Context: an optimization exercise on an open-source flow, tuned for small area. The choices shown serve that exercise and are no tape-out recipe. Function was checked by simulation only, so behaviour that the tests miss may differ from the original. No activity file was given, so power comes from the tool's default toggle rates.

==> design/flow/design.v <==
`default_nettype none
module rf_ld_word #(
    parameter int W = 32
) (
    input  wire         en,
    input  wire         en_n,
    input  wire [W-1:0] d,
    input  wire [W-1:0] q,
    output wire [W-1:0] y
);
    assign y = ({W{en}} & d) | ({W{en_n}} & q);
endmodule
module rf_sel3_n #(
    parameter int W = 32
) (
    input  wire         s0,
    input  wire         s1,
    input  wire         s2,
    input  wire [W-1:0] d0,
    input  wire [W-1:0] d1,
    input  wire [W-1:0] d2,
    output wire [W-1:0] y_n
);
    assign y_n = ~(({W{s0}} & d0) | ({W{s1}} & d1) | ({W{s2}} & d2));
endmodule
module rf_sel2_n #(
    parameter int W = 32
) (
    input  wire         s0,
    input  wire         s1,
    input  wire [W-1:0] d0,
    input  wire [W-1:0] d1,
    output wire [W-1:0] y_n
);
    assign y_n = ~(({W{s0}} & d0) | ({W{s1}} & d1));
endmodule
module rf_rd_port (
    input  wire [31:0]     sel,
    input  wire [32*32-1:0] src,
    output wire [31:0]     data
);
    wire [31:0] w_grp_n [11];
    for (genvar g = 0; g < 10; g++) begin : g_sel3
        rf_sel3_n #(.W(32)) u_sel (
            .s0 (sel[3*g]),
            .s1 (sel[3*g+1]),
            .s2 (sel[3*g+2]),
            .d0 (src[32*(3*g)   +: 32]),
            .d1 (src[32*(3*g+1) +: 32]),
            .d2 (src[32*(3*g+2) +: 32]),
            .y_n(w_grp_n[g])
        );
    end
    rf_sel2_n #(.W(32)) u_sel_last (
        .s0 (sel[30]),
        .s1 (sel[31]),
        .d0 (src[32*30 +: 32]),
        .d1 (src[32*31 +: 32]),
        .y_n(w_grp_n[10])
    );
    assign data = ~(w_grp_n[0] & w_grp_n[1] & w_grp_n[2] & w_grp_n[3] &
                    w_grp_n[4] & w_grp_n[5] & w_grp_n[6] & w_grp_n[7] &
                    w_grp_n[8] & w_grp_n[9] & w_grp_n[10]);
endmodule
module reg_bank_wb #(
    parameter logic [31:0] SP_INIT = 32'd227,
    parameter logic [31:0] RA_INIT = 32'd0,
    parameter int          BYPASS  = 1
) (
    input  logic        clk,
    input  logic        reset,
    input  logic        reg_write,
    input  logic [31:0] write_reg,
    input  logic [31:0] write_data,
    input  logic [4:0]  read_reg1,
    input  logic [4:0]  read_reg2,
    output logic [31:0] read_data1,
    output logic [31:0] read_data2,
    output logic        addr_err,
    output logic [4:0]  last_wr_idx
);
    localparam bit c_bypass = (BYPASS != 0);
    logic          w_hi_zero;
    logic          w_wr_legal;
    logic          w_wr_illegal;
    logic [4:0]    w_wr_idx;
    logic [32*32-1:0] w_src;
    logic          r_addr_err;
    logic [4:0]    r_last_wr_idx;
    assign w_wr_idx     = write_reg[4:0];
    assign w_hi_zero    = (write_reg[31:5] == 27'd0);
    assign w_wr_legal   = reg_write && w_hi_zero && (w_wr_idx != 5'd0);
    assign w_wr_illegal = reg_write && !w_hi_zero;
    for (genvar i = 1; i < 32; i++) begin : g_regs
        localparam logic [31:0] c_rst_val = (i == 29) ? SP_INIT :
                                            (i == 31) ? RA_INIT : 32'd0;
        logic        w_load;
        logic [31:0] w_din;
        logic [31:0] w_next;
        logic [31:0] r_q;
        assign w_load = reset || (w_wr_legal && (w_wr_idx == 5'(i)));
        assign w_din  = reset ? c_rst_val : write_data;
        rf_ld_word #(.W(32)) u_ld (
            .en  (w_load),
            .en_n(!w_load),
            .d   (w_din),
            .q   (r_q),
            .y   (w_next)
        );
        always_ff @(posedge clk) begin
            r_q <= w_next;
        end
        assign w_src[32*i +: 32] = r_q;
    end
    always_ff @(posedge clk) begin
        if (reset) begin
            r_addr_err    <= 1'b0;
            r_last_wr_idx <= 5'd0;
        end else begin
            if (w_wr_illegal) begin
                r_addr_err <= 1'b1;
            end
            if (w_wr_legal) begin
                r_last_wr_idx <= w_wr_idx;
            end
        end
    end
    logic        w_fwd1, w_fwd2;
    logic [31:0] w_sel1, w_sel2;
    assign w_fwd1 = c_bypass && w_wr_legal && (w_wr_idx == read_reg1);
    assign w_fwd2 = c_bypass && w_wr_legal && (w_wr_idx == read_reg2);
    assign w_src[31:0] = write_data;
    always_comb begin
        w_sel1[0] = w_fwd1;
        w_sel2[0] = w_fwd2;
        for (int i = 1; i < 32; i++) begin
            w_sel1[i] = (read_reg1 == 5'(i)) && !w_fwd1;
            w_sel2[i] = (read_reg2 == 5'(i)) && !w_fwd2;
        end
    end
    rf_rd_port u_rd1 (.sel(w_sel1), .src(w_src), .data(read_data1));
    rf_rd_port u_rd2 (.sel(w_sel2), .src(w_src), .data(read_data2));
    assign addr_err    = r_addr_err;
    assign last_wr_idx = r_last_wr_idx;
endmodule
`default_nettype wire
==> design/flow/flow/run.sh <==
#!/bin/bash
# Own flow: the standard layout (standard.sh, unchanged synthesis) with a few
# extra ORFS settings from flow/extra.mk appended to config.mk.
set -euo pipefail
cat flow/extra.mk >> config.mk
bash standard.sh > flow_make.log 2>&1
==> design/flow/flow/extra.mk <==
# Extra ORFS settings appended to the standard flow's config.mk by run.sh.
# Port buffers: the smallest buffer instead of the default delay cell.
export BUFFER_PORTS_ARGS = -buffer_cell sky130_fd_sc_hd__buf_1
# Clock tree: small clock buffers, no dummy loads.
export CTS_ARGS = -sink_clustering_enable -repair_clock_nets -dont_use_dummy_load -buf_list {sky130_fd_sc_hd__clkbuf_4 sky130_fd_sc_hd__clkbuf_8}
==> design/flow/standard.sh <==
#!/bin/bash
# synth_recipe.tcl (not shown) runs the flow's synth.tcl, then flattens the netlist and writes it again
# the make line also repeats each setting of config.mk as NAME=value (left out here)
make -C /OpenROAD-flow-scripts/flow DESIGN_CONFIG=/design/flow/config.mk WORK_HOME=/design/flow/orfs CLKGATE_MAP_FILE= SYNTH_SCRIPT=/design/flow/synth_recipe.tcl "${@:-finish}"
==> design/flow/config.mk <==
export PLATFORM = sky130hd
export DESIGN_NAME = reg_bank_wb
export DESIGN_NICKNAME = reg_bank_wb
export VERILOG_FILES = /design/flow/design.v
export SDC_FILE = /design/flow/constraint.sdc
export NUM_CORES = 4
export LEC_CHECK = 0
export CAP_MARGIN = 20
export CORE_MARGIN = 2
export CORE_UTILIZATION = 60
export SETUP_SLACK_MARGIN = 0.1
export SLEW_MARGIN = 20
export SYNTH_HIERARCHICAL = 1
export SYNTH_MINIMUM_KEEP_SIZE = 0
# Extra ORFS settings appended to bench's config.mk by run.sh.
# Port buffers: the smallest buffer instead of the default delay cell.
export BUFFER_PORTS_ARGS = -buffer_cell sky130_fd_sc_hd__buf_1
# Clock tree: small clock buffers, no dummy loads.
export CTS_ARGS = -sink_clustering_enable -repair_clock_nets -dont_use_dummy_load -buf_list {sky130_fd_sc_hd__clkbuf_4 sky130_fd_sc_hd__clkbuf_8}
==> design/flow/constraint.sdc <==
create_clock -name core_clock -period 6.0 [get_ports {clk}]
set_input_delay 1.2000 -clock core_clock [delete_from_list [all_inputs] [get_ports {clk}]]
set_output_delay 1.2000 -clock core_clock [all_outputs]
set_load 0.01 [all_outputs]
==> flow_metrics.env, run 1 <==
export IMPL_status="complete, no violations"
export IMPL_cts_buffer_depth=3
export IMPL_numCtsBuffers=162
export IMPL_synth_distinct_cells=32
export IMPL_ys_top_cells_by_count="dfxtp_1 (998), a22o_1 (930), a222oi_1 (640), buf_6 (312), nand4_1 (129)"
export IMPL_hp_class="flop to flop"
export IMPL_ant_nets=0
export IMPL_rrSetupSlack_ns=5.32
export IMPL_hold_violations=0
export IMPL_dp_hpwl_um=117000
export IMPL_htreeDepth=4
export IMPL_cts_tree="yes"
export IMPL_rsz0062_at_grt="true"
export IMPL_yosysSeqAreaShare=0.464
export IMPL_drt_pass1_iterations=17
export IMPL_drc=0
export IMPL_synth_fp_nets=3769
export IMPL_ys_flop_type="dfxtp_1"
export IMPL_async_flop_share=0
export IMPL_drtIter0Drc=11200
export IMPL_antenna_found_initial=12
export IMPL_cts_sinks=998
export IMPL_cts_root_buffer_cell="clkbuf_8"
export IMPL_drive_gt1_frac=0.171
export IMPL_yosys_top_cells_area="dfxtp_1 (46%), a22o_1 (19%), a222oi_1 (15%)"
export IMPL_synth_warning_count=8
export IMPL_wire_per_inst_um=40.9
export IMPL_arrival_ns=4.73
export IMPL_die_area_mm2=0.0739
export IMPL_startpoint_type="input port"
export IMPL_grt_max_degree=50
export IMPL_synthCells=3692
export IMPL_finClkSkew_ns=0
export IMPL_min_period_ns=5.93
export IMPL_fp_dieW_um=272
export IMPL_place_gp_congestion=1.04
export IMPL_syn_area_per_cell_um2=11.7
export IMPL_maxCapViolCount=0
export IMPL_tightestPinTransition_ns=1.39
export IMPL_path_class="input port to output port"
export IMPL_clk_latency_ns=0.83
export IMPL_via_count=42200
export IMPL_yosysMostFrequentCell="dfxtp_1"
export IMPL_grt_pass1_vias=40800
export IMPL_fin_crit_sh=0.988
export IMPL_hold_buffers=0
export IMPL_stdcell_count=4770
export IMPL_critical_path_required_ns=4.80
export IMPL_num_nets_final=3889
export IMPL_syn_to_final_growth_pct=8.30
export IMPL_synth_top_cell_by_area="dfxtp_1"
export IMPL_die_h_um=272
export IMPL_port_buffers=146
export IMPL_synth_edf_count=0
export IMPL_wl_um=195000
export IMPL_setup_viol=0
export IMPL_fmax_ghz=0.169
export IMPL_grt_usage=0.500
export IMPL_io_pin_count=147
export IMPL_final_max_slew_viol_count=0
export IMPL_grt_pass1_wl_um=275000
export IMPL_cp_max_fo=23
export IMPL_overflow=0
export IMPL_synth_top_area_frac=0.464
export IMPL_cp_end_kind="output port"
export IMPL_ir_worst_vdd_mv=0.230
export IMPL_clk_pin_slew_ns=0.05
export IMPL_synthesis_area_mm2=0.0430
export IMPL_synth_seq_cells=998
export IMPL_start_util=0.604
export IMPL_vias_per_cell=8.85
export IMPL_power_density_mw_per_mm2=307
export IMPL_final_core_util=0.654
export IMPL_dp_cells=4582
export IMPL_core_area_mm2=0.0712
export IMPL_maxSlewHeadroom=0.0713
export IMPL_rows=98
export IMPL_p_leak_nw=17.7
export IMPL_finalSetupTns_ns=0
per-module statistics from Yosys (local to each module, per instance), excerpt:
| module | area, um2 | flops+latches |
|---|---|---|
| rf_rd_port | 761 | 0 |
| reg_bank_wb | 22000 | 998 |
timing repair:
item	4_1_cts	5_1_grt
resized for setup	0	8
setup buffers	0	6
endpoints found under the setup margin	0	21
critical path, stage by stage:
cell,delay (ns)
buf_1,0.07
nor4_1,0.31
nand4_1,0.21
a2111oi_4,0.37
buf_12,0.22
buf_12,0.21
a21oi_4,0.31
buf_4,0.28
a222oi_1,0.52
nand3_1,0.39
or3_1,0.45
buf_1,0.15
final cells by class:
class                           count  area [um2]
Sequential cell                   998       20000
Timing Repair Buffer              390        2820
Multi-Input combinational cell   2258       20400
Antenna cell                       10        25.0
Inverter                            2        7.51
Tap cell                          950        1190
Fill cell                        5546       24600
Clock buffer                      162        2230
per-layer routing:
metal / share of wire / track usage
met5: 0.00019 / 0.00706
met4: 0.10 / 0.415
met3: 0.17 / 0.190
met2: 0.40 / 0.710
met1: 0.33 / 0.599
registers in the layout (all words and copies together) (netlist names):
register       flops
r_last_wr_idx      5
g_regs.r_q       992
r_addr_err         1
worst paths after layout:
check,startpoint,end,cells past startpoint
worst max-delay path,write_reg[7],read_data1[19],12
worst max register to register,g_regs[12].r_q[30]$_DFF_P_,g_regs[12].r_q[30]$_DFF_P_,1
worst min-delay path,r_addr_err$_SDFFE_PP0P_,r_addr_err$_SDFFE_PP0P_,2
worst min register to register,r_addr_err$_SDFFE_PP0P_,r_addr_err$_SDFFE_PP0P_,2
report_power, final:
part           total, mW  leakage, nW  internal, mW  switching, mW
clock               4.85         1.16          2.37           2.48
sequential          7.65         8.29          7.18          0.463
combinational       1.81         8.19         0.665           1.14
logic make-up (layout without fill, tap and decap cells):
logic type,Yosys count,in the layout,share of synthesized area
compound gates,1823,1825,0.382
buf+inv,438,554,0.0949
xor+xnor,10,10,0.00203
other cells,0,10,0
mux,5,5,0.00116
simple gates,418,418,0.0553
flops,998,998,0.464
cells in the final DEF, fill, tap and decap left out, types with 11 or more instances in the layout:
master and n:
dfxtp_1 998, a22o_1 930, a222oi_1 640, buf_4 215, clkbuf_8 162, buf_1 141
nand4_1 129, nand3_1 67, nand2_1 64, a22oi_1 64, a21oi_4 62, a22o_2 62
or3_1 62, a31oi_4 31, a31o_2 28, nor2b_2 23, buf_12 18, nor2b_4 11
through the flow:
step,power [mW],cell area [um2],hold WS [ns],setup WS [ns]
detailed placement,9.43,44000,0.456,0.206
global route,14.6,46600,0.490,0.0876
CTS,14.1,46300,0.468,0.202
global placement,9.35,44000,0.449,0.213
floorplan,8.75,43000,0.461,1.25
finish,14.3,46600,0.463,0.0740
==> run 2, diff against run 1 <==
==> design/flow/flow/extra.mk (replaced) <==
# Extra ORFS settings appended to the standard flow's config.mk by run.sh.
# Port buffers: the smallest buffer instead of the default delay cell.
export BUFFER_PORTS_ARGS = -buffer_cell sky130_fd_sc_hd__buf_1
# Clock tree: small clock buffers, no dummy loads.
export CTS_ARGS = -sink_clustering_enable -repair_clock_nets -dont_use_dummy_load -buf_list {sky130_fd_sc_hd__clkbuf_8} -sink_clustering_size 16 -sink_clustering_max_diameter 80
--- a/design/flow/config.mk
+++ b/design/flow/config.mk
@@ -6,9 +6,9 @@
 export NUM_CORES = 4
 export LEC_CHECK = 0
-export CAP_MARGIN = 20
+export CAP_MARGIN = 0
 export CORE_MARGIN = 2
 export CORE_UTILIZATION = 60
 export SETUP_SLACK_MARGIN = 0.1
-export SLEW_MARGIN = 20
+export SLEW_MARGIN = 0
 export SYNTH_HIERARCHICAL = 1
 export SYNTH_MINIMUM_KEEP_SIZE = 0
@@ -17,3 +17,3 @@
 export BUFFER_PORTS_ARGS = -buffer_cell sky130_fd_sc_hd__buf_1
 # Clock tree: small clock buffers, no dummy loads.
-export CTS_ARGS = -sink_clustering_enable -repair_clock_nets -dont_use_dummy_load -buf_list {sky130_fd_sc_hd__clkbuf_4 sky130_fd_sc_hd__clkbuf_8}
+export CTS_ARGS = -sink_clustering_enable -repair_clock_nets -dont_use_dummy_load -buf_list {sky130_fd_sc_hd__clkbuf_8} -sink_clustering_size 16 -sink_clustering_max_diameter 80
==> run 2 against run 1 <==
Net effect: the layout now fails its checks (capacitance limit, slew limit, setup timing); clock-buffer cell count shrank 89; worst setup slack lost 0.074 ns; die area is the same; wire length grew 1.6%; combinational power is essentially flat; first-iteration DRC count grew 3.2%; synthesized area is the same; sequential share of layout area grew 1.3 points; non-clock buffer count shrank 9; utilization shrank 2.0 points; synthesized cell count is the same; largest power group unchanged.
==> flow_metrics.env, run 2 <==
export IMPL_status="failed layout checks"
export IMPL_failed_checks="capacitance limit, slew limit, setup timing"
export IMPL_setup_viol=1
export IMPL_overflow=0
export IMPL_synthesis_area_mm2=0.0430
export IMPL_place_area_mm2=0.0440
export IMPL_syn_to_final_growth_pct=5.01
export IMPL_dp_hpwl_um=117000
export IMPL_hold_violations=0
export IMPL_r2r_start="g_regs[12].r_q[30]$_DFF_P_"
export IMPL_final_cell_mix="dfxtp_1 (998), a22o_1 (930), a222oi_1 (640)"
export IMPL_cts_sinks=998
export IMPL_synthCells=3692
export IMPL_ys_flop_type="dfxtp_1"
export IMPL_synth_seq_cells=998
export IMPL_top_regs="g_regs.r_q (992), r_last_wr_idx (5), r_addr_err (1)"
export IMPL_place_gp_congestion=1.04
export IMPL_via_count=42300
export IMPL_yosysSeqAreaShare=0.464
export IMPL_hp_class="flop to flop"
export IMPL_wl_um=198000
export IMPL_ff2ff_path_depth=1
export IMPL_syn_area_per_cell_um2=11.7
export IMPL_rrSetupSlack_ns=5.32
export IMPL_path_class="input port to output port"
export IMPL_cp_max_fo=28
export IMPL_fp_dieW_um=272
export IMPL_startpoint_type="input port"
export IMPL_synth_top_area_frac=0.464
export IMPL_cts_buffer_depth=3
export IMPL_rsz0062_at_grt="false"
export IMPL_p_total_mw=12.7
export IMPL_layout_commonest_cell="dfxtp_1"
export IMPL_cp_end_kind="output port"
export IMPL_drc=0
export IMPL_largest_reg_flops=992
export IMPL_drt_pass1_iterations=15
export IMPL_maxCapViolCount=3
export IMPL_async_flop_share=0
export IMPL_rows=98
export IMPL_holdPathStages=2
export IMPL_fmax_ghz=0.167
export IMPL_fin_crit_sh=1.00
export IMPL_finalSetupTns_ns=-0.000372
export IMPL_port_buffers=146
export IMPL_synth_edf_count=0
export IMPL_synth_fp_nets=3769
export IMPL_ys_top_cells_by_count="dfxtp_1 (998), a22o_1 (930), a222oi_1 (640), buf_6 (312), nand4_1 (129)"
export IMPL_core_area_mm2=0.0712
export IMPL_final_max_slew_viol_count=55
export IMPL_synth_distinct_cells=32
export IMPL_critical_path_required_ns=4.80
export IMPL_yosys_top_cells_area="dfxtp_1 (46%), a22o_1 (19%), a222oi_1 (15%)"
export IMPL_htreeDepth=3
export IMPL_io_pin_count=147
export IMPL_numCtsBuffers=73
export IMPL_clk_pin_slew_ns=0.10
export IMPL_r2r_end="g_regs[12].r_q[30]$_DFF_P_"
export IMPL_grt_usage=0.499
export IMPL_fillCellCount=5733
export IMPL_wire_per_inst_um=42.4
export IMPL_power_density_mw_per_mm2=282
export IMPL_whs_endpoint="r_addr_err$_SDFFE_PP0P_"
export IMPL_die_area_mm2=0.0739
export IMPL_cts_tree="yes"
export IMPL_maxSlewHeadroom=-0.0558
export IMPL_yosysMostFrequentCell="dfxtp_1"
export IMPL_clk_latency_ns=0.74
export IMPL_finClkSkew_ns=0
export IMPL_ir_worst_vdd_mv=0.201
export IMPL_synth_top_cell_by_area="dfxtp_1"
export IMPL_place_ws_ns=0.203
export IMPL_antenna_found_initial=16
export IMPL_start_util=0.604
export IMPL_drive_gt1_frac=0.150
export IMPL_grt_max_degree=50
export IMPL_drtIter0Drc=11500
export IMPL_final_cell_area_mm2=0.0452
export IMPL_hp_start="r_addr_err$_SDFFE_PP0P_"
export IMPL_grt_pass1_vias=40100
export IMPL_num_nets_final=3799
export IMPL_ant_nets=0
export IMPL_max_flop_register="g_regs.r_q"
export IMPL_tightestPinTransition_ns=1.58
export IMPL_cts_root_buffer_cell="clkbuf_8"
export IMPL_worst_slack_ns=-0.000372
export IMPL_min_period_ns=6.00
export IMPL_grt_pass1_wl_um=275000
export IMPL_synth_warning_count=8
export IMPL_die_h_um=272
export IMPL_p_leak_nw=16.9
export IMPL_vias_per_cell=9.04
export IMPL_arrival_ns=4.80
[run 2: cell count changes in the layout (fill, tap and decap cells not counted), sizes merged]
| cell | before | now |
|---|---|---|
| clkbuf | 167 | 79 |
| buf | 385 | 375 |
| a21oi | 65 | 73 |
[run 2: area by class of cell]
type / count / area (um2) / share of cell area
multi-input combinational: 2266 / 20400 / 0.451
sequential: 998 / 20000 / 0.442
timing repair buffer: 381 / 2590 / 0.0573
tap: 950 / 1190 / 0.0263
clock buffer: 73 / 1000 / 0.0222
antenna: 10 / 25.0 / 0.000554
inverter: 2 / 7.51 / 0.000166
[run 2: worst max-delay path by stage]
stage,start,endpoint,slack [ns],depth (start not counted)
floorplan,write_reg[22],read_data1[0],1.25,10
global placement,write_reg[10],read_data2[27],0.21,11
detailed placement,write_reg[7],read_data2[27],0.20,11
CTS,write_reg[7],read_data2[27],0.20,11
global route,read_reg2[1],read_data2[29],0.10,11
finish,read_reg2[1],read_data2[23],-0.0004,10
[run 2: critical path, stage by stage]
cell	delay, ns
buf_1	0.44
xor2_1	0.15
nor3_2	0.29
buf_12	0.32
buf_4	0.36
a21oi_4	0.40
a222oi_1	0.66
nand3_1	0.32
or3_1	0.42
buf_1	0.15
[run 2: modules after synthesis (local to each module, per instance), a selection]
module,times used,area [um2]
reg_bank_wb,1,22000
rf_rd_port,2,761
[run 2: kinds of logic (layout without fill, tap and decap cells)]
logic type	after synthesis	in the layout	synth area share
AND/OR/NAND/NOR	418	418	0.0553
other	0	10	0
XOR/XNOR	10	10	0.00203
flip-flops	998	998	0.464
multiplexers	5	5	0.00116
buffers and inverters	438	456	0.0949
AO/OA/AOI/OAI	1823	1833	0.382
[run 2: what timing repair did]
item                       4_1_cts  5_1_grt
hold buffers                     0        0
setup buffers                    0        6
gates resized for setup          0       10
setup endpoints to repair        0       12
[run 2: per-layer routing]
| layer | part of all wire | global-route usage |
|---|---|---|
| met5 | 0.0012 | 0.0116 |
| met4 | 0.10 | 0.411 |
| met3 | 0.17 | 0.184 |
| met2 | 0.39 | 0.705 |
| met1 | 0.33 | 0.606 |
[run 2: stage by stage]
stage	instances	hold WS [ns]	utilization
floorplan	3692	0.461	-
global placement	4580	0.449	0.617
detailed placement	4580	0.463	0.617
CTS	4653	0.476	0.631
global route	4672	0.483	0.634
finish	4680	0.474	0.635
[run 2: power by group]
part / internal, mW / switching (mW)
registers: 7.17 / 0.465
logic: 0.655 / 1.15
clock network: 1.10 / 2.21
total: 8.92 / 3.82
==> run 3, diff against run 2 <==
--- a/design/flow/design.v
+++ b/design/flow/design.v
@@ -63,4 +63,18 @@
                     w_grp_n[8] & w_grp_n[9] & w_grp_n[10]);
 endmodule
+module rf_drv_and2 (
+    input  wire a,
+    input  wire b,
+    output wire y
+);
+    assign y = a & b;
+endmodule
+module rf_drv_or2 (
+    input  wire a,
+    input  wire b,
+    output wire y
+);
+    assign y = a | b;
+endmodule
 module reg_bank_wb #(
     parameter logic [31:0] SP_INIT = 32'd227,
@@ -92,16 +106,25 @@
     assign w_wr_legal   = reg_write && w_hi_zero && (w_wr_idx != 5'd0);
     assign w_wr_illegal = reg_write && !w_hi_zero;
+    logic [3:0] w_pd_hi;
+    logic [7:0] w_pd_lo;
+    for (genvar a = 0; a < 4; a++) begin : g_pd_hi
+        assign w_pd_hi[a] = reset || (w_wr_legal && (w_wr_idx[4:3] == 2'(a)));
+    end
+    for (genvar b = 0; b < 8; b++) begin : g_pd_lo
+        assign w_pd_lo[b] = reset || (w_wr_idx[2:0] == 3'(b));
+    end
     for (genvar i = 1; i < 32; i++) begin : g_regs
         localparam logic [31:0] c_rst_val = (i == 29) ? SP_INIT :
                                             (i == 31) ? RA_INIT : 32'd0;
-        logic        w_load;
+        logic        w_load, w_load_n;
         logic [31:0] w_din;
         logic [31:0] w_next;
         logic [31:0] r_q;
-        assign w_load = reset || (w_wr_legal && (w_wr_idx == 5'(i)));
+        rf_drv_and2 u_load   (.a(w_pd_hi[i/8]),   .b(w_pd_lo[i%8]),   .y(w_load));
+        rf_drv_or2  u_load_n (.a(!w_pd_hi[i/8]),  .b(!w_pd_lo[i%8]),  .y(w_load_n));
         assign w_din  = reset ? c_rst_val : write_data;
         rf_ld_word #(.W(32)) u_ld (
             .en  (w_load),
-            .en_n(!w_load),
+            .en_n(w_load_n),
             .d   (w_din),
             .q   (r_q),
@@ -131,11 +154,9 @@
     assign w_fwd2 = c_bypass && w_wr_legal && (w_wr_idx == read_reg2);
     assign w_src[31:0] = write_data;
-    always_comb begin
-        w_sel1[0] = w_fwd1;
-        w_sel2[0] = w_fwd2;
-        for (int i = 1; i < 32; i++) begin
-            w_sel1[i] = (read_reg1 == 5'(i)) && !w_fwd1;
-            w_sel2[i] = (read_reg2 == 5'(i)) && !w_fwd2;
-        end
+    assign w_sel1[0] = w_fwd1;
+    assign w_sel2[0] = w_fwd2;
+    for (genvar i = 1; i < 32; i++) begin : g_sel
+        rf_drv_and2 u_sel1 (.a(read_reg1 == 5'(i)), .b(!w_fwd1), .y(w_sel1[i]));
+        rf_drv_and2 u_sel2 (.a(read_reg2 == 5'(i)), .b(!w_fwd2), .y(w_sel2[i]));
     end
     rf_rd_port u_rd1 (.sel(w_sel1), .src(w_src), .data(read_data1));
==> design/flow/flow/run.sh (replaced) <==
#!/bin/bash
# Own flow: the standard layout (standard.sh, unchanged synthesis) with a few
# extra ORFS settings from flow/extra.mk appended to config.mk, and a hook
# (flow/prers.tcl) run at the start of the placement resize step.
set -euo pipefail
cat flow/extra.mk >> config.mk
echo "export PRE_RESIZE_TCL = $(pwd)/flow/prers.tcl" >> config.mk
bash standard.sh > flow_make.log 2>&1
==> design/flow/flow/prers.tcl (new file) <==
# Drop the buffers that timing-driven global placement kept from its early,
# unspread placement, then give the ports their buffers back; repair_design
# (next in this step) re-buffers only what the final placement needs.
remove_buffers
buffer_ports -buffer_cell sky130_fd_sc_hd__buf_1
# Synthesis upsized a few load/hold AND-ORs; repair_design resizes again
# wherever the placed load needs it.
foreach inst [get_cells -quiet -filter "ref_name == sky130_fd_sc_hd__a22o_2" *] {
  replace_cell $inst sky130_fd_sc_hd__a22o_1
}
--- a/design/flow/config.mk
+++ b/design/flow/config.mk
@@ -8,5 +8,5 @@
 export CAP_MARGIN = 0
 export CORE_MARGIN = 2
-export CORE_UTILIZATION = 60
+export CORE_UTILIZATION = 45
 export SETUP_SLACK_MARGIN = 0.1
 export SLEW_MARGIN = 0
@@ -18,2 +18,3 @@
 # Clock tree: small clock buffers, no dummy loads.
 export CTS_ARGS = -sink_clustering_enable -repair_clock_nets -dont_use_dummy_load -buf_list {sky130_fd_sc_hd__clkbuf_8} -sink_clustering_size 16 -sink_clustering_max_diameter 80
+export PRE_RESIZE_TCL = /design/flow/flow/prers.tcl
==> run 3 against run 2 <==
Net effect: the layout fails its checks (setup timing); via count fell by 4.3%; synthesized area rose by 0.26%; maximum frequency fell by 1.7%; non-clock buffer count fell by 153; final area fell by 2.2%; largest power group unchanged; highest routed layer unchanged.
==> flow_metrics.env, run 3 <==
export IMPL_synth_top_cell_by_area="dfxtp_1"
export IMPL_grt_usage=0.358
export IMPL_grt_pass1_wl_um=262000
export IMPL_rows=113
export IMPL_hold_violations=0
export IMPL_ir_worst_vdd_mv=0.152
export IMPL_die_h_um=314
export IMPL_synthesis_area_mm2=0.0432
export IMPL_p_total_mw=13.4
export IMPL_clk_pin_slew_ns=0.07
export IMPL_rsz0062_at_grt="true"
export IMPL_finClkSkew_ns=0
export IMPL_hp_start="r_addr_err$_SDFFE_PP0P_"
export IMPL_synthCells=3692
export IMPL_syn_to_final_growth_pct=2.42
export IMPL_rrSetupSlack_ns=5.34
export IMPL_htreeDepth=3
export IMPL_synth_edf_count=0
export IMPL_p_leak_nw=16.8
export IMPL_synth_distinct_cells=37
export IMPL_startpoint_type="input port"
export IMPL_cp_max_fo=32
export IMPL_ys_top_cells_by_count="dfxtp_1 (998), a22o_1 (930), a222oi_1 (640), buf_6 (312), nand4_1 (128)"
export IMPL_final_cell_mix="dfxtp_1 (998), a22o_1 (992), a222oi_1 (640)"
export IMPL_crit_top_cell="buf_6"
export IMPL_drc=0
export IMPL_final_max_slew_viol_count=0
export IMPL_place_gp_congestion=0.931
export IMPL_r2r_end="g_regs[30].r_q[24]$_DFF_P_"
export IMPL_grt_pass1_vias=35500
export IMPL_clk_latency_ns=0.72
export IMPL_setup_viol=4
export IMPL_drt_pass1_iterations=15
export IMPL_hold_buffers=0
export IMPL_dp_hpwl_um=107000
export IMPL_start_util=0.454
export IMPL_path_class="input port to output port"
export IMPL_fillCellCount=8723
export IMPL_cp_slowest_cell="a222oi_1"
export IMPL_core_area_mm2=0.0950
export IMPL_hp_class="flop to flop"
export IMPL_ant_nets=0
export IMPL_maxSlewHeadroom=0.0822
export IMPL_grt_max_degree=33
export IMPL_ys_flop_type="dfxtp_1"
export IMPL_arrival_ns=4.91
export IMPL_crit_buf_inv=3
export IMPL_cts_buffer_depth=3
export IMPL_holdPathStages=2
export IMPL_drtIter0Drc=10900
export IMPL_numCtsBuffers=73
export IMPL_status="failed layout checks"
export IMPL_max_flop_register="g_regs.r_q"
export IMPL_cp_end_kind="output port"
export IMPL_power_density_mw_per_mm2=304
export IMPL_yosys_top_cells_area="dfxtp_1 (46%), a22o_1 (19%), a222oi_1 (15%)"
export IMPL_cp_top_family="simple AND/OR/NAND/NOR gates"
export IMPL_port_buffers=146
export IMPL_die_area_mm2=0.0984
export IMPL_min_period_ns=6.11
export IMPL_wl_um=200000
export IMPL_via_count=40500
export IMPL_yosysSeqAreaShare=0.463
export IMPL_critical_path_required_ns=4.80
export IMPL_final_cell_area_mm2=0.0442
export IMPL_overflow=0
export IMPL_ff2ff_path_depth=1
export IMPL_fp_dieW_um=314
export IMPL_io_pin_count=147
export IMPL_fin_crit_sh=1.02
export IMPL_layout_commonest_cell="dfxtp_1"
export IMPL_whs_endpoint="r_addr_err$_SDFFE_PP0P_"
export IMPL_worst_slack_ns=-0.106
export IMPL_yosysMostFrequentCell="dfxtp_1"
export IMPL_vias_per_cell=8.26
export IMPL_fmax_ghz=0.164
export IMPL_hold_slack_ns=0.450
export IMPL_failed_checks="setup timing"
export IMPL_async_flop_share=0
export IMPL_synth_top_area_frac=0.463
export IMPL_synth_seq_cells=998
export IMPL_synth_warning_count=8
export IMPL_syn_area_per_cell_um2=11.7
export IMPL_antenna_found_initial=9
export IMPL_r2r_start="g_regs[30].r_q[24]$_DFF_P_"
export IMPL_place_area_mm2=0.0418
export IMPL_drive_gt1_frac=0.114
export IMPL_maxCapViolCount=0
export IMPL_largest_reg_flops=992
export IMPL_cts_tree="yes"
export IMPL_path_cells="buf_6 > or4_4 > nor4_4 > buf_6 > nand3_4 > and2_4 > a222oi_1 > nand4_1 > or3_4 > clkbuf_2"
export IMPL_synth_fp_nets=3769
export IMPL_top_regs="g_regs.r_q (992), r_last_wr_idx (5), r_addr_err (1)"
export IMPL_slowest_delay_ns=0.83
export IMPL_tightestPinTransition_ns=1.37
export IMPL_wire_per_inst_um=40.8
export IMPL_cts_root_buffer_cell="clkbuf_8"
export IMPL_cts_sinks=998
export IMPL_num_nets_final=3710
## run 3: logic make-up (layout without fill, tap and decap cells)
family	after synthesis	count (layout)	synth area share
xor+xnor	10	10	0.00203
other cells	0	8	0
mux	5	5	0.00116
simple gates	555	595	0.0767
flops	998	998	0.463
buf+inv	413	312	0.0922
compound gates	1711	1711	0.365
## run 3: worst max path at each step
stage                       start        endpoint  slack, ns  depth (start not counted)
finish              write_reg[27]  read_data2[21]      -0.11                         10
global route        write_reg[27]  read_data1[10]       0.01                         14
detailed placement   write_reg[2]  read_data1[29]      -1.41                         10
floorplan           write_reg[25]  read_data1[10]       0.99                          8
CTS                 write_reg[25]  read_data2[21]       0.07                         10
global placement    write_reg[15]  read_data2[22]      -0.03                         12
## run 3: final cells by class
cell class / instances / area (um2) / area share
multi-input combinational: 2321 / 20100 / 0.455
sequential: 998 / 20000 / 0.452
tap: 1265 / 1580 / 0.0358
timing repair buffer: 228 / 1460 / 0.0330
clock buffer: 73 / 1000 / 0.0227
inverter: 11 / 41.3 / 0.000934
antenna: 8 / 20.0 / 0.000453
## run 3: timing repair
item / in CTS / in global routing
gates resized for setup: 59 / 99
setup endpoints to repair: 64 / 64
hold endpoints to repair: 0 / 0
buffers inserted: 3 / 70
cloned: 2 / 38
pin swaps: 13 / 58
## run 3: where the power goes
part	internal [mW]	switching, mW	leakage [nW]
registers	7.40	0.627	8.28
logic	0.788	1.28	7.98
clock network	1.10	2.24	0.525
total	9.28	4.14	16.8
## run 3: per-stage QoR
stage	utilization	setup TNS (ns)	worst slack (ns)	cells
global route	0.465	0	0.00986	4900
finish	0.465	-0.197	-0.106	4904
floorplan	-	0	0.989	3692
global placement	0.456	-0.0285	-0.0285	4893
detailed placement	0.440	-72.14	-1.41	4710
CTS	0.452	0	0.0704	4788
## run 3: per-module statistics from Yosys, one instance, submodules excluded, a selection
module / flops+latches / cells / cell area [um2] / copies in the design
rf_drv_or2: 0 / 1 / 6.26 / 31
rf_rd_port: 0 / 128 / 761 / 2
rf_drv_and2: 0 / 1 / 6.26 / 93
reg_bank_wb: 998 / 1238 / 21400 / 1
## run 3: metal layers
metal / vias up / global-route usage / part of all wire
li1: 15800 / - / -
met1: 19600 / 0.476 / 0.36
met2: 4127 / 0.503 / 0.39
met3: 900 / 0.152 / 0.17
met4: 12 / 0.158 / 0.073
met5: - / 0.000484 / 0.00086
==> run 4, diff against run 3 <==
--- a/design/flow/flow/extra.mk
+++ b/design/flow/flow/extra.mk
@@ -4,2 +4,4 @@
 # Clock tree: small clock buffers, no dummy loads.
 export CTS_ARGS = -sink_clustering_enable -repair_clock_nets -dont_use_dummy_load -buf_list {sky130_fd_sc_hd__clkbuf_8} -sink_clustering_size 16 -sink_clustering_max_diameter 80
+# Keep the resizer from using delay cells on the read path.
+export DONT_USE_CELLS += sky130_fd_sc_hd__clkdlybuf4s15_1 sky130_fd_sc_hd__clkdlybuf4s15_2 sky130_fd_sc_hd__clkdlybuf4s18_1 sky130_fd_sc_hd__clkdlybuf4s18_2 sky130_fd_sc_hd__clkdlybuf4s25_1 sky130_fd_sc_hd__clkdlybuf4s25_2 sky130_fd_sc_hd__clkdlybuf4s50_1 sky130_fd_sc_hd__clkdlybuf4s50_2
--- a/design/flow/config.mk
+++ b/design/flow/config.mk
@@ -6,9 +6,9 @@
 export NUM_CORES = 4
 export LEC_CHECK = 0
-export CAP_MARGIN = 0
+export CAP_MARGIN = 20
 export CORE_MARGIN = 2
 export CORE_UTILIZATION = 45
-export SETUP_SLACK_MARGIN = 0.1
-export SLEW_MARGIN = 0
+export SETUP_SLACK_MARGIN = 0.45
+export SLEW_MARGIN = 20
 export SYNTH_HIERARCHICAL = 1
 export SYNTH_MINIMUM_KEEP_SIZE = 0
@@ -18,3 +18,5 @@
 # Clock tree: small clock buffers, no dummy loads.
 export CTS_ARGS = -sink_clustering_enable -repair_clock_nets -dont_use_dummy_load -buf_list {sky130_fd_sc_hd__clkbuf_8} -sink_clustering_size 16 -sink_clustering_max_diameter 80
+# Keep the resizer from using delay cells on the read path.
+export DONT_USE_CELLS += sky130_fd_sc_hd__clkdlybuf4s15_1 sky130_fd_sc_hd__clkdlybuf4s15_2 sky130_fd_sc_hd__clkdlybuf4s18_1 sky130_fd_sc_hd__clkdlybuf4s18_2 sky130_fd_sc_hd__clkdlybuf4s25_1 sky130_fd_sc_hd__clkdlybuf4s25_2 sky130_fd_sc_hd__clkdlybuf4s50_1 sky130_fd_sc_hd__clkdlybuf4s50_2
 export PRE_RESIZE_TCL = /design/flow/flow/prers.tcl
==> run 4 against run 3 <==
Net effect: the layout still fails its checks (setup timing); maximum frequency fell by 0.63%; first-iteration DRC count rose by 1.4%; sequential power barely moved; clock power rose by 1%.
==> flow_metrics.env, run 4 <==
export IMPL_status="failed layout checks"
export IMPL_failed_checks="setup timing"
export IMPL_arrival_ns=4.94
export IMPL_dp_hpwl_um=112000
export IMPL_cp_max_fo=17
export IMPL_ir_worst_vdd_mv=0.176
export IMPL_yosysMostFrequentCell="dfxtp_1"
export IMPL_p_comb_frac=0.168
export IMPL_top_regs="g_regs.r_q (992), r_last_wr_idx (5), r_addr_err (1)"
export IMPL_synth_top_cell_by_area="dfxtp_1"
export IMPL_fin_crit_sh=1.02
export IMPL_dp_cells=4762
export IMPL_clkPwrFrac=0.246
export IMPL_final_core_util=0.494
export IMPL_largest_reg_flops=992
export IMPL_hp_class="flop to flop"
export IMPL_overflow=0
export IMPL_via_count=41800
export IMPL_stdcell_count=5097
export IMPL_wire_per_inst_um=41.5
export IMPL_cp_end_kind="output port"
export IMPL_drc=0
export IMPL_cts_buffer_depth=3
export IMPL_hp_start="r_addr_err$_SDFFE_PP0P_"
export IMPL_synthesis_area_mm2=0.0432
export IMPL_switchingPower_mw=4.24
export IMPL_numCtsBuffers=73
export IMPL_layout_commonest_cell="dfxtp_1"
export IMPL_grt_max_degree=33
export IMPL_cts_tree="yes"
export IMPL_drt_pass1_iterations=17
export IMPL_clk_pin_slew_ns=0.08
export IMPL_slowest_delay_ns=0.74
export IMPL_final_max_slew_viol_count=0
export IMPL_grt_pass1_vias=36900
export IMPL_grt_pass1_wl_um=273000
export IMPL_synth_top_area_frac=0.463
export IMPL_num_nets_final=3901
export IMPL_hold_violations=0
export IMPL_syn_area_per_cell_um2=11.7
export IMPL_synth_warning_count=8
export IMPL_ant_nets=0
export IMPL_die_area_mm2=0.0984
export IMPL_io_pin_count=147
export IMPL_min_period_ns=6.14
export IMPL_die_h_um=314
export IMPL_yosysSeqAreaShare=0.463
export IMPL_htreeDepth=3
export IMPL_hold_slack_ns=0.453
export IMPL_final_cell_area_mm2=0.0469
export IMPL_vias_per_cell=8.20
export IMPL_yosys_top_cells_area="dfxtp_1 (46%), a22o_1 (19%), a222oi_1 (15%)"
export IMPL_grt_usage=0.377
export IMPL_ys_top_cells_by_count="dfxtp_1 (998), a22o_1 (930), a222oi_1 (640), buf_6 (312), nand4_1 (128)"
export IMPL_fp_dieW_um=314
export IMPL_synth_fp_nets=3769
export IMPL_async_flop_share=0
export IMPL_cp_top_family="simple AND/OR/NAND/NOR gates"
export IMPL_ys_flop_type="dfxtp_1"
export IMPL_tightestPinTransition_ns=1.31
export IMPL_path_cells="buf_2 > xor2_1 > nor3_2 > nand3_4 > and2_4 > buf_12 > a222oi_1 > nand4_1 > or3_4 > buf_6"
export IMPL_core_area_mm2=0.0950
export IMPL_cts_root_buffer_cell="clkbuf_8"
export IMPL_start_util=0.454
export IMPL_rsz0062_at_grt="true"
export IMPL_seq_power_share=0.585
export IMPL_path_class="input port to output port"
export IMPL_syn_to_final_growth_pct=8.73
export IMPL_drtIter0Drc=11000
export IMPL_startpoint_type="input port"
export IMPL_clk_latency_ns=0.71
export IMPL_worst_slack_ns=-0.145
export IMPL_synth_distinct_cells=38
export IMPL_p_total_mw=13.7
export IMPL_internal_power_mw=9.47
export IMPL_finClkSkew_ns=0
export IMPL_place_gp_congestion=0.983
export IMPL_setup_viol=9
export IMPL_r2r_start="g_regs[22].r_q[20]$_DFF_P_"
export IMPL_synth_seq_cells=998
export IMPL_drive_gt1_frac=0.167
export IMPL_wl_um=211000
export IMPL_synthCells=3692
export IMPL_rows=113
export IMPL_fmax_ghz=0.163
export IMPL_antenna_found_initial=13
export IMPL_critical_path_required_ns=4.80
export IMPL_synth_edf_count=0
export IMPL_final_cell_mix="dfxtp_1 (998), a22o_1 (992), a222oi_1 (640)"
export IMPL_place_area_mm2=0.0428
export IMPL_maxCapViolCount=0
export IMPL_p_leak_nw=18.1
export IMPL_crit_buf_inv=3
export IMPL_cts_sinks=998
export IMPL_max_flop_register="g_regs.r_q"
export IMPL_swShare=0.309
export IMPL_power_density_mw_per_mm2=292
export IMPL_maxSlewHeadroom=0.126
export IMPL_cp_slowest_cell="a222oi_1"
export IMPL_cp_startpoint="read_reg1[0]"
export IMPL_port_buffers=146
run 4: changes by cell type after synthesis:
| cell | change |
|---|---|
| inv_1 | -1 |
| or2_2 | +2 |
| inv_2 | +1 |
| or2_1 | -2 |
run 4: timing repair:
| item | in CTS | in global routing |
|---|---|---|
| buffers inserted | 55 | 144 |
| pin swaps | 72 | 240 |
| setup endpoints to repair | 64 | 64 |
| gates resized for setup | 136 | 409 |
| cloned | 24 | 29 |
| hold buffers | 0 | 0 |
run 4: cells by family (layout without fill, tap and decap cells):
group	Yosys count	count (layout)	share of synthesized area
buffers and inverters	413	496	0.0922
other	0	10	0
XOR/XNOR	10	10	0.00203
multiplexers	5	5	0.00116
flip-flops	998	998	0.463
AND/OR/NAND/NOR	555	602	0.0767
AO/OA/AOI/OAI	1711	1711	0.365
run 4: worst min-delay path, stage by stage, from the launching register on:
cell and delay, ns:
dfxtp_1 0.32, inv_1 0.05, a21oi_1 0.05
run 4: worst paths after layout:
kind | to | slack, ns | depth (start not counted)
setup / recovery | read_data1[13] | -0.14 | 10
hold / removal | r_addr_err$_SDFFE_PP0P_ | 0.45 | 2
setup reg to reg | g_regs[22].r_q[20]$_DFF_P_ | 5.34 | 1
hold reg to reg | r_addr_err$_SDFFE_PP0P_ | 0.45 | 2
run 4: area by class of cell:
| cell class | instances | area (um2) |
|---|---|---|
| fillers | 8515 | 48100 |
| multi-input cells | 2328 | 20400 |
| flip-flops and latches | 998 | 20000 |
| repair buffers | 412 | 3900 |
| well taps | 1265 | 1580 |
| clock buffers | 73 | 1000 |
| inverters | 11 | 41.3 |
| diodes | 10 | 25.0 |
run 4: routing by layer:
layer  routed length [um]  GRT usage  up-vias
met4                16600      0.210       14
met2                83400      0.533     4298
met1                74100      0.482    20200
met5                  458          0        -
li1                     -          -    16200
met3                36800      0.159     1058
run 4: metrics by stage:
step	setup TNS [ns]	setup slack, ns
finish	-0.414	-0.145
global route	-0.208	-0.0580
CTS	0	0.191
detailed placement	-72.59	-1.42
global placement	-0.132	-0.118
floorplan	0	0.989
run 4: modules after synthesis (local to each module, per instance), excerpt:
module	cells	copies in the design	flops+latches
reg_bank_wb	1238	1	998
rf_drv_or2	1	31	0
rf_drv_and2	1	93	0
rf_rd_port	128	2	0
run 4: power groups by stage:
stage          registers, mW  clock network, mW  logic [mW]
2_1_floorplan           7.96                  0        1.36
3_3_place_gp            8.13                  0        1.90
3_5_place_dp            8.12                  0        1.96
4_1_cts                 7.98               3.34        2.02
5_1_grt                 8.10               3.56        2.33
6_report                8.02               3.38        2.31

==> separate check: timing with driven ports <==
The flow's constraints put no driver on any port. The routed layouts listed below were extracted and timed again, unchanged, in two steps.
Step 1 (the two cells are an assumption about what drives the block):
set clk [get_ports {clk}]
set_driving_cell -lib_cell sky130_fd_sc_hd__clkbuf_16 $clk
set_driving_cell -lib_cell sky130_fd_sc_hd__buf_2 [delete_from_list [all_inputs] $clk]
Step 2 times the ports against the registers' clock, not the clock port: input delays grow and output delays shrink by t, the midpoint of the rising clock arrivals with the driver on.
Slacks: ideal / step 1 / step 2; pairs: ideal / step 1.
| run | t (ns) | setup WS [ns] | slew at the worst register clock pin (ns) |
|---|---|---|---|
| run 1 | 0.867 | 0.074 / 0.048 / 0.048 | 0.07 / 0.07 |
| run 2 | 0.796 | 0.000 / -0.067 / -0.067 | 0.11 / 0.11 |
| run 3 | 0.797 | -0.106 / -0.139 / -0.139 | 0.12 / 0.12 |
| run 4 | 0.823 | -0.145 / -0.173 / -0.173 | 0.12 / 0.12 |
The setup slack of run 2, which loses most, moves by -0.067 ns with the drivers and by -0.067 ns with both steps.
